Source: an optimization exercise on an open RTL-to-GDS flow (aim: small area, a short achievable clock period and few clock cycles per item). Production flows keep margins and buffers that such runs may drop.
Only simulation tests tie the RTL to the original design; equivalence was not proved.
Power and IR drop assume default switching activity.

==> 09-15 <==
==> flow/design.v (excerpt) <==
module upscale2x_top (
    input  logic        i_clk,
    input  logic        i_rst_n,
    input  logic        i_cfg_we,
    input  logic [0:0]  i_cfg_idx,
    input  logic [10:0] i_cfg_data,
    input  logic        i_pix_valid,
    output logic        o_pix_ready,
    input  logic [7:0]  i_pix_data,
    output logic        o_res_valid,
    input  logic        i_res_ready,
    output logic [10:0] o_res_row,
    output logic [10:0] o_res_col,
    output logic [7:0]  o_res_pixel,
    output logic        o_res_run_last,
    output logic        o_res_frame_end
);
    image_upscale_2x_averaging #(
        .MAX_WIDTH  (256),
        .MAX_HEIGHT (1024),
        .PIXEL_BITS (8)
    ) u_core (
        .i_clk           (i_clk),
        .i_rst_n         (i_rst_n),
        .i_cfg_we        (i_cfg_we),
        .i_cfg_idx       (i_cfg_idx),
        .i_cfg_data      (i_cfg_data),
        .i_pix_valid     (i_pix_valid),
        .o_pix_ready     (o_pix_ready),
        .i_pix_data      (i_pix_data),
        .o_res_valid     (o_res_valid),
        .i_res_ready     (i_res_ready),
        .o_res_row       (o_res_row),
        .o_res_col       (o_res_col),
        .o_res_pixel     (o_res_pixel),
        .o_res_run_last  (o_res_run_last),
        .o_res_frame_end (o_res_frame_end)
    );
endmodule
export LEC_CHECK = 0
export CAP_MARGIN = 20
export CORE_MARGIN = 2
export CORE_UTILIZATION = 65
export CTS_BUF_LIST = sky130_fd_sc_hd__clkbuf_16
export CTS_CLUSTER_DIAMETER = 60
export CTS_CLUSTER_SIZE = 25
export PLACE_DENSITY = 0.75
export SETUP_SLACK_MARGIN = 3.4
export SLEW_MARGIN = 20
create_clock -name core_clock -period 6.0 [get_ports {i_clk}]
run.sh (not shown) runs the stock make flow with config.mk's settings and CLKGATE_MAP_FILE= SYNTH_SCRIPT=/design/flow/synth_recipe.tcl, a recipe that flattens the netlist after the stock synthesis.
==> 09-16 (differences from 09-15) <==
- CORE_UTILIZATION: 65 -> 50
- PLACE_DENSITY: 0.75 -> 0.6
==> 10-03 (differences from 09-15) <==
--- a/flow/design.v
+++ b/flow/design.v
@@ -8,33 +8,29 @@
 endpackage
 module usc_line_ram #(
     parameter int SPACING = 8,
     parameter int PORTS   = 32,
     parameter int DATA_W  = usc_pkg::DEF_PIXEL_BITS
 ) (
     input  logic                 i_clk,
-    input  logic                 i_we,
-    input  logic [PORTS/4-1:0]   i_sel_hi,
-    input  logic [3:0]           i_sel_lo,
+    input  logic [PORTS-1:0]     i_sel,
     input  logic [DATA_W-1:0]    i_wdata,
     output logic [DATA_W-1:0]    o_rdata
 );
     localparam int RING = SPACING * PORTS;
     logic [RING-1:0][DATA_W-1:0]  r_ring;
     logic [PORTS-1:0][DATA_W-1:0] port_q;
-    logic [PORTS-1:0]             sel;
     for (genvar k = 0; k < PORTS; k++) begin : g_port
-        assign sel[k]    = i_sel_hi[k / 4] && i_sel_lo[k % 4];
-        assign port_q[k] = sel[k] ? r_ring[k * SPACING] : '0;
+        assign port_q[k] = i_sel[k] ? r_ring[k * SPACING] : '0;
     end
     for (genvar j = 0; j < RING; j++) begin : g_stage
         localparam int NEXT = (j + 1) % RING;
         if (NEXT % SPACING == 0) begin : g_wr
             always_ff @(posedge i_clk) begin
-                if (i_we && sel[NEXT / SPACING]) begin
+                if (i_sel[NEXT / SPACING]) begin
                     r_ring[j] <= i_wdata;
                 end else begin
                     r_ring[j] <= r_ring[NEXT];
                 end
             end
         end else begin : g_sh
             always_ff @(posedge i_clk) begin
@@ -286,16 +282,17 @@
             r_a_last_col <= cur_last_col;
         end
     end
     logic [PW-1:0]         r_zero_pos;
     logic [PW-1:0]         r_pos;
     logic [PW-1:0]         zero_pos_n;
     logic [PW-1:0]         pos_n;
-    logic [PORTS/4-1:0]    r_sel_hi;
-    logic [3:0]            r_sel_lo;
+    logic [PORTS-1:0]      r_sel;
+    logic                  r_step;
+    logic                  step_n;
     logic [PW-1:0]         port_n;
     logic [QW:0]           r_q_count;
     logic [QW:0]           q_count_n;
     logic                  r_q_full;
     logic                  r_q_empty;
     logic                  q_full_n;
     logic                  q_empty_n;
@@ -312,56 +309,55 @@
             d = p - 1'b1;
         end
         ring_dec = d;
     endfunction
     function automatic logic at_port(input logic [PW-1:0] p);
         at_port = ((p % SPACING) == 0);
     endfunction
-    assign step       = r_a_valid && r_at_port && !r_q_full;
+    assign step       = r_step;
+    assign step_n     = a_valid_n && at_port(pos_n) && !q_full_n;
     assign zero_pos_n = ring_dec(r_zero_pos);
     assign port_n     = pos_n / SPACING;
     assign pos_n      = !step ? ring_dec(r_pos) : (r_a_last_col ? zero_pos_n : r_pos);
     assign a_valid_n  = accept || (r_a_valid && !step);
     assign q_count_n  = r_q_count + step - pop;
     assign q_full_n   = (r_q_count == QDEPTH) ? !pop : ((r_q_count == QDEPTH - 1) && step && !pop);
     assign q_empty_n  = (r_q_count == '0) ? !step : ((r_q_count == 1) && pop && !step);
     always_ff @(posedge i_clk) begin
         if (!i_rst_n) begin
             r_zero_pos <= '0;
             r_pos      <= '0;
-            r_sel_hi   <= (PORTS/4)'(1);
-            r_sel_lo   <= 4'(1);
+            r_sel      <= '0;
+            r_step     <= 1'b0;
             r_a_valid  <= 1'b0;
             r_q_count  <= '0;
             r_q_full   <= 1'b0;
             r_q_empty  <= 1'b1;
             r_at_port  <= 1'b1;
             r_ready    <= 1'b1;
         end else begin
             r_zero_pos <= zero_pos_n;
             r_pos      <= pos_n;
-            r_sel_hi   <= (PORTS/4)'(1) << (port_n / 4);
-            r_sel_lo   <= 4'(1) << (port_n % 4);
+            r_sel      <= step_n ? (PORTS'(1) << port_n) : '0;
+            r_step     <= step_n;
             r_a_valid  <= a_valid_n;
             r_q_count  <= q_count_n;
             r_q_full   <= q_full_n;
             r_q_empty  <= q_empty_n;
             r_at_port  <= at_port(pos_n);
             r_ready    <= !a_valid_n || (at_port(pos_n) && !q_full_n);
         end
     end
     usc_line_ram #(
         .SPACING (SPACING),
         .PORTS   (PORTS),
         .DATA_W  (PIXEL_BITS)
     ) u_line_ram (
         .i_clk      (i_clk),
-        .i_we       (step),
-        .i_sel_hi   (r_sel_hi),
-        .i_sel_lo   (r_sel_lo),
+        .i_sel      (r_sel),
         .i_wdata    (r_a_pix),
         .o_rdata    (above)
     );
     logic [QDEPTH-1:0][PIXEL_BITS-1:0] r_q_pix;
     logic [QDEPTH-1:0][PIXEL_BITS-1:0] r_q_above;
     logic [QDEPTH-1:0][1:0]            r_q_last;
     for (genvar i = 0; i < QDEPTH; i++) begin : g_q
@@ -373,16 +369,20 @@
             assign next_above = r_q_above[i + 1];
             assign next_last  = r_q_last[i + 1];
         end else begin : g_end
             assign next_pix   = r_q_pix[i];
             assign next_above = r_q_above[i];
             assign next_last  = r_q_last[i];
         end
+        logic load_here;
+        logic load_shift;
+        assign load_here  = step && (r_q_count == (QW+1)'(i));
+        assign load_shift = step && (r_q_count == (QW+1)'(i + 1));
         always_ff @(posedge i_clk) begin
-            if (step && r_q_count == (QW+1)'(pop ? i + 1 : i)) begin
+            if (pop ? load_shift : load_here) begin
                 r_q_pix[i]   <= r_a_pix;
                 r_q_above[i] <= above;
                 r_q_last[i]  <= {r_a_last_row, r_a_last_col};
             end else if (pop) begin
                 r_q_pix[i]   <= next_pix;
                 r_q_above[i] <= next_above;
                 r_q_last[i]  <= next_last;
==> flow/flow/run.sh (new file) <==
#!/bin/bash
# The standard layout, with clock tree synthesis told not to add dummy loads
export CTS_ARGS="-sink_clustering_enable -repair_clock_nets -sink_clustering_size 25 -sink_clustering_max_diameter 60 -buf_list sky130_fd_sc_hd__clkbuf_16 -dont_use_dummy_load"
bash standard.sh > standard.log 2>&1
==> flow/standard.sh (new file) <==
#!/bin/bash
# synth_recipe.tcl (not shown) runs the flow's synth.tcl, then flattens the netlist and writes it again
# the make line also repeats each setting of config.mk as NAME=value (left out here)
make -C /OpenROAD-flow-scripts/flow DESIGN_CONFIG=/design/flow/config.mk WORK_HOME=/design/flow/orfs CLKGATE_MAP_FILE= SYNTH_SCRIPT=/design/flow/synth_recipe.tcl "${@:-finish}"
- SETUP_SLACK_MARGIN: 3.4 -> 3.7
removed: flow/run.sh
==> 02-24 (differences from 09-15) <==
--- a/flow/design.v
+++ b/flow/design.v
@@ -3,55 +3,51 @@
     localparam int CFG_IDX_W      = 1;
     localparam int COORD_W        = 11;
     localparam int DEF_MAX_WIDTH  = 256;
     localparam int DEF_MAX_HEIGHT = 1024;
     localparam int DEF_PIXEL_BITS = 8;
 endpackage
 module usc_line_ram #(
-    parameter int SPACING = 8,
-    parameter int PORTS   = 32,
+    parameter int SPACING = 4,
+    parameter int PORTS   = 64,
+    parameter int POS_W   = 8,
     parameter int DATA_W  = usc_pkg::DEF_PIXEL_BITS
 ) (
-    input  logic                 i_clk,
-    input  logic                 i_we,
-    input  logic [PORTS/4-1:0]   i_sel_hi,
-    input  logic [3:0]           i_sel_lo,
-    input  logic [DATA_W-1:0]    i_wdata,
-    output logic [DATA_W-1:0]    o_rdata
+    input  logic              i_clk,
+    input  logic              i_we,
+    input  logic [POS_W-1:0]  i_slot_pos,
+    input  logic [DATA_W-1:0] i_wdata,
+    output logic [DATA_W-1:0] o_rdata
 );
     localparam int RING = SPACING * PORTS;
+    localparam int PW   = (PORTS > 1) ? $clog2(PORTS) : 1;
     logic [RING-1:0][DATA_W-1:0]  r_ring;
     logic [PORTS-1:0][DATA_W-1:0] port_q;
-    logic [PORTS-1:0]             sel;
+    logic [PW-1:0]                port;
+    assign port = PW'(i_slot_pos / SPACING);
     for (genvar k = 0; k < PORTS; k++) begin : g_port
-        assign sel[k]    = i_sel_hi[k / 4] && i_sel_lo[k % 4];
-        assign port_q[k] = sel[k] ? r_ring[k * SPACING] : '0;
+        assign port_q[k] = r_ring[k * SPACING];
     end
     for (genvar j = 0; j < RING; j++) begin : g_stage
         localparam int NEXT = (j + 1) % RING;
         if (NEXT % SPACING == 0) begin : g_wr
             always_ff @(posedge i_clk) begin
-                if (i_we && sel[NEXT / SPACING]) begin
+                if (i_we && port == PW'(NEXT / SPACING)) begin
                     r_ring[j] <= i_wdata;
                 end else begin
                     r_ring[j] <= r_ring[NEXT];
                 end
             end
         end else begin : g_sh
             always_ff @(posedge i_clk) begin
                 r_ring[j] <= r_ring[NEXT];
             end
         end
     end
-    always_comb begin
-        o_rdata = '0;
-        for (int k = 0; k < PORTS; k++) begin
-            o_rdata = o_rdata | port_q[k];
-        end
-    end
+    assign o_rdata = port_q[port];
 endmodule
 module usc_emit #(
     parameter int PIXEL_BITS = usc_pkg::DEF_PIXEL_BITS,
     parameter int CW         = 8,
     parameter int RW         = 10
 ) (
     input  logic                  i_clk,
@@ -286,17 +282,14 @@
             r_a_last_col <= cur_last_col;
         end
     end
     logic [PW-1:0]         r_zero_pos;
     logic [PW-1:0]         r_pos;
     logic [PW-1:0]         zero_pos_n;
     logic [PW-1:0]         pos_n;
-    logic [PORTS/4-1:0]    r_sel_hi;
-    logic [3:0]            r_sel_lo;
-    logic [PW-1:0]         port_n;
     logic [QW:0]           r_q_count;
     logic [QW:0]           q_count_n;
     logic                  r_q_full;
     logic                  r_q_empty;
     logic                  q_full_n;
     logic                  q_empty_n;
     logic                  r_at_port;
@@ -314,54 +307,49 @@
         ring_dec = d;
     endfunction
     function automatic logic at_port(input logic [PW-1:0] p);
         at_port = ((p % SPACING) == 0);
     endfunction
     assign step       = r_a_valid && r_at_port && !r_q_full;
     assign zero_pos_n = ring_dec(r_zero_pos);
-    assign port_n     = pos_n / SPACING;
     assign pos_n      = !step ? ring_dec(r_pos) : (r_a_last_col ? zero_pos_n : r_pos);
     assign a_valid_n  = accept || (r_a_valid && !step);
     assign q_count_n  = r_q_count + step - pop;
     assign q_full_n   = (r_q_count == QDEPTH) ? !pop : ((r_q_count == QDEPTH - 1) && step && !pop);
     assign q_empty_n  = (r_q_count == '0) ? !step : ((r_q_count == 1) && pop && !step);
     always_ff @(posedge i_clk) begin
         if (!i_rst_n) begin
             r_zero_pos <= '0;
             r_pos      <= '0;
-            r_sel_hi   <= (PORTS/4)'(1);
-            r_sel_lo   <= 4'(1);
             r_a_valid  <= 1'b0;
             r_q_count  <= '0;
             r_q_full   <= 1'b0;
             r_q_empty  <= 1'b1;
             r_at_port  <= 1'b1;
             r_ready    <= 1'b1;
         end else begin
             r_zero_pos <= zero_pos_n;
             r_pos      <= pos_n;
-            r_sel_hi   <= (PORTS/4)'(1) << (port_n / 4);
-            r_sel_lo   <= 4'(1) << (port_n % 4);
             r_a_valid  <= a_valid_n;
             r_q_count  <= q_count_n;
             r_q_full   <= q_full_n;
             r_q_empty  <= q_empty_n;
             r_at_port  <= at_port(pos_n);
             r_ready    <= !a_valid_n || (at_port(pos_n) && !q_full_n);
         end
     end
     usc_line_ram #(
         .SPACING (SPACING),
         .PORTS   (PORTS),
+        .POS_W   (PW),
         .DATA_W  (PIXEL_BITS)
     ) u_line_ram (
         .i_clk      (i_clk),
         .i_we       (step),
-        .i_sel_hi   (r_sel_hi),
-        .i_sel_lo   (r_sel_lo),
+        .i_slot_pos (r_pos),
         .i_wdata    (r_a_pix),
         .o_rdata    (above)
     );
     logic [QDEPTH-1:0][PIXEL_BITS-1:0] r_q_pix;
     logic [QDEPTH-1:0][PIXEL_BITS-1:0] r_q_above;
     logic [QDEPTH-1:0][1:0]            r_q_last;
     for (genvar i = 0; i < QDEPTH; i++) begin : g_q
- CORE_UTILIZATION: 65 -> 50
- PLACE_DENSITY: 0.75 -> 0.6
==> comparison table <==
Status: 02-24 finished clean; 09-15 finished clean; 10-03 finished clean; 09-16 finished clean
Num CTS Buffers: 02-24 121; 09-15 109; 10-03 113; 09-16 121
Die span in x: 02-24 342.9 um; 09-15 300.7 um; 10-03 301.3 um; 09-16 342.3 um
Worst Setup End Kind: 02-24 register; 09-15 register; 10-03 output port; 09-16 register
Avg Inst Size Synth: 02-24 16.20 um2; 09-15 15.99 um2; 10-03 15.97 um2; 09-16 15.99 um2
Post-synthesis share of cell area spent on xor and xnor gates: 02-24 0.01464; 09-15 0.01483; 10-03 0.01463; 09-16 0.01483
Clock latency at the later pin of the worst-skew pair: 02-24 0.73 ns; 09-15 0.70 ns; 10-03 0.68 ns; 09-16 0.72 ns
Power attributed to sequential cells: 02-24 17.4 mW; 09-15 17.2 mW; 10-03 16.8 mW; 09-16 17.2 mW
Clk_buf instances: 02-24 125; 09-15 112; 10-03 113; 09-16 128
Worst setup margin: 02-24 3.297 ns; 09-15 3.304 ns; 10-03 3.617 ns; 09-16 3.374 ns
Capture point of the critical path: 02-24 u_core.r_q_above[1]; 09-15 u_core.u_line_ram.r_ring[1663]; 10-03 o_res_col[8]; 09-16 u_core.u_line_ram.r_ring[1210]
Highest clock frequency the design can meet: 02-24 0.3700 GHz; 09-15 0.3709 GHz; 10-03 0.4197 GHz; 09-16 0.3808 GHz
Global-route track usage on met2: 02-24 0.2628; 09-15 0.3919; 10-03 0.3358; 09-16 0.2848
Hold slack final: 02-24 0.3137 ns; 09-15 0.3200 ns; 10-03 0.3027 ns; 09-16 0.3136 ns
Leak pwr: 02-24 25.37 nW; 09-15 24.93 nW; 10-03 24.76 nW; 09-16 25.25 nW
Clock network power: 02-24 9.02 mW; 09-15 8.22 mW; 10-03 7.64 mW; 09-16 9.08 mW
Distinct cell type count of the synthesized netlist: 02-24 66; 09-15 81; 10-03 75; 09-16 81
Tap cell count: 02-24 1512; 09-15 1155; 10-03 1165; 09-16 1512
Required @ worst endpoint: 02-24 6.47 ns; 09-15 6.58 ns; 10-03 4.80 ns; 09-16 6.58 ns
P_sw: 02-24 7.519 mW; 09-15 7.122 mW; 10-03 6.405 mW; 09-16 7.447 mW
Area of the multi-input gates: 02-24 10330 um2; 09-15 9540 um2; 10-03 9560 um2; 09-16 9600 um2
Testbench counts of 09-15, summed over its fixed seeds: cycles 177,538, items 176,616.
Testbench counts of 09-16, summed over its fixed seeds: cycles 177,538, items 176,616.
Testbench counts of 10-03, summed over its fixed seeds: cycles 177,538, items 176,616.
Testbench counts of 02-24, summed over its fixed seeds: cycles 177,538, items 176,616.

## separate check: timing with driven ports
How much do the figures lean on ideal ports? The routed layouts below were timed once more, with nothing changed but the port constraints.
Step 1 sets driving cells, clkbuf_16 on the clock port and buf_2 on the other inputs (assumed; they add their load-dependent delay and slew).
Step 2, shift: input delay + t, output delay - t, t = (earliest + latest rising clock arrival at the registers) / 2. This alone moves slack from input paths to output paths.
Three values: ideal ports, drivers, drivers and shift; two values: the first two.
run	t, ns	slack for setup (ns)	latest minus earliest clock arrival (ns)
09-15	0.746	3.304 / 3.304 / 2.708	0.027 / 0.026
09-16	0.771	3.374 / 3.374 / 2.683	0.034 / 0.034
10-03	0.713	3.617 / 3.555 / 2.982	0.082 / 0.081
02-24	0.782	3.297 / 3.297 / 2.775	0.041 / 0.040
After both steps every run listed still meets setup and hold. The setup slack of 09-16, which loses most, moves by 0.000 ns with the drivers and by -0.691 ns with both steps.
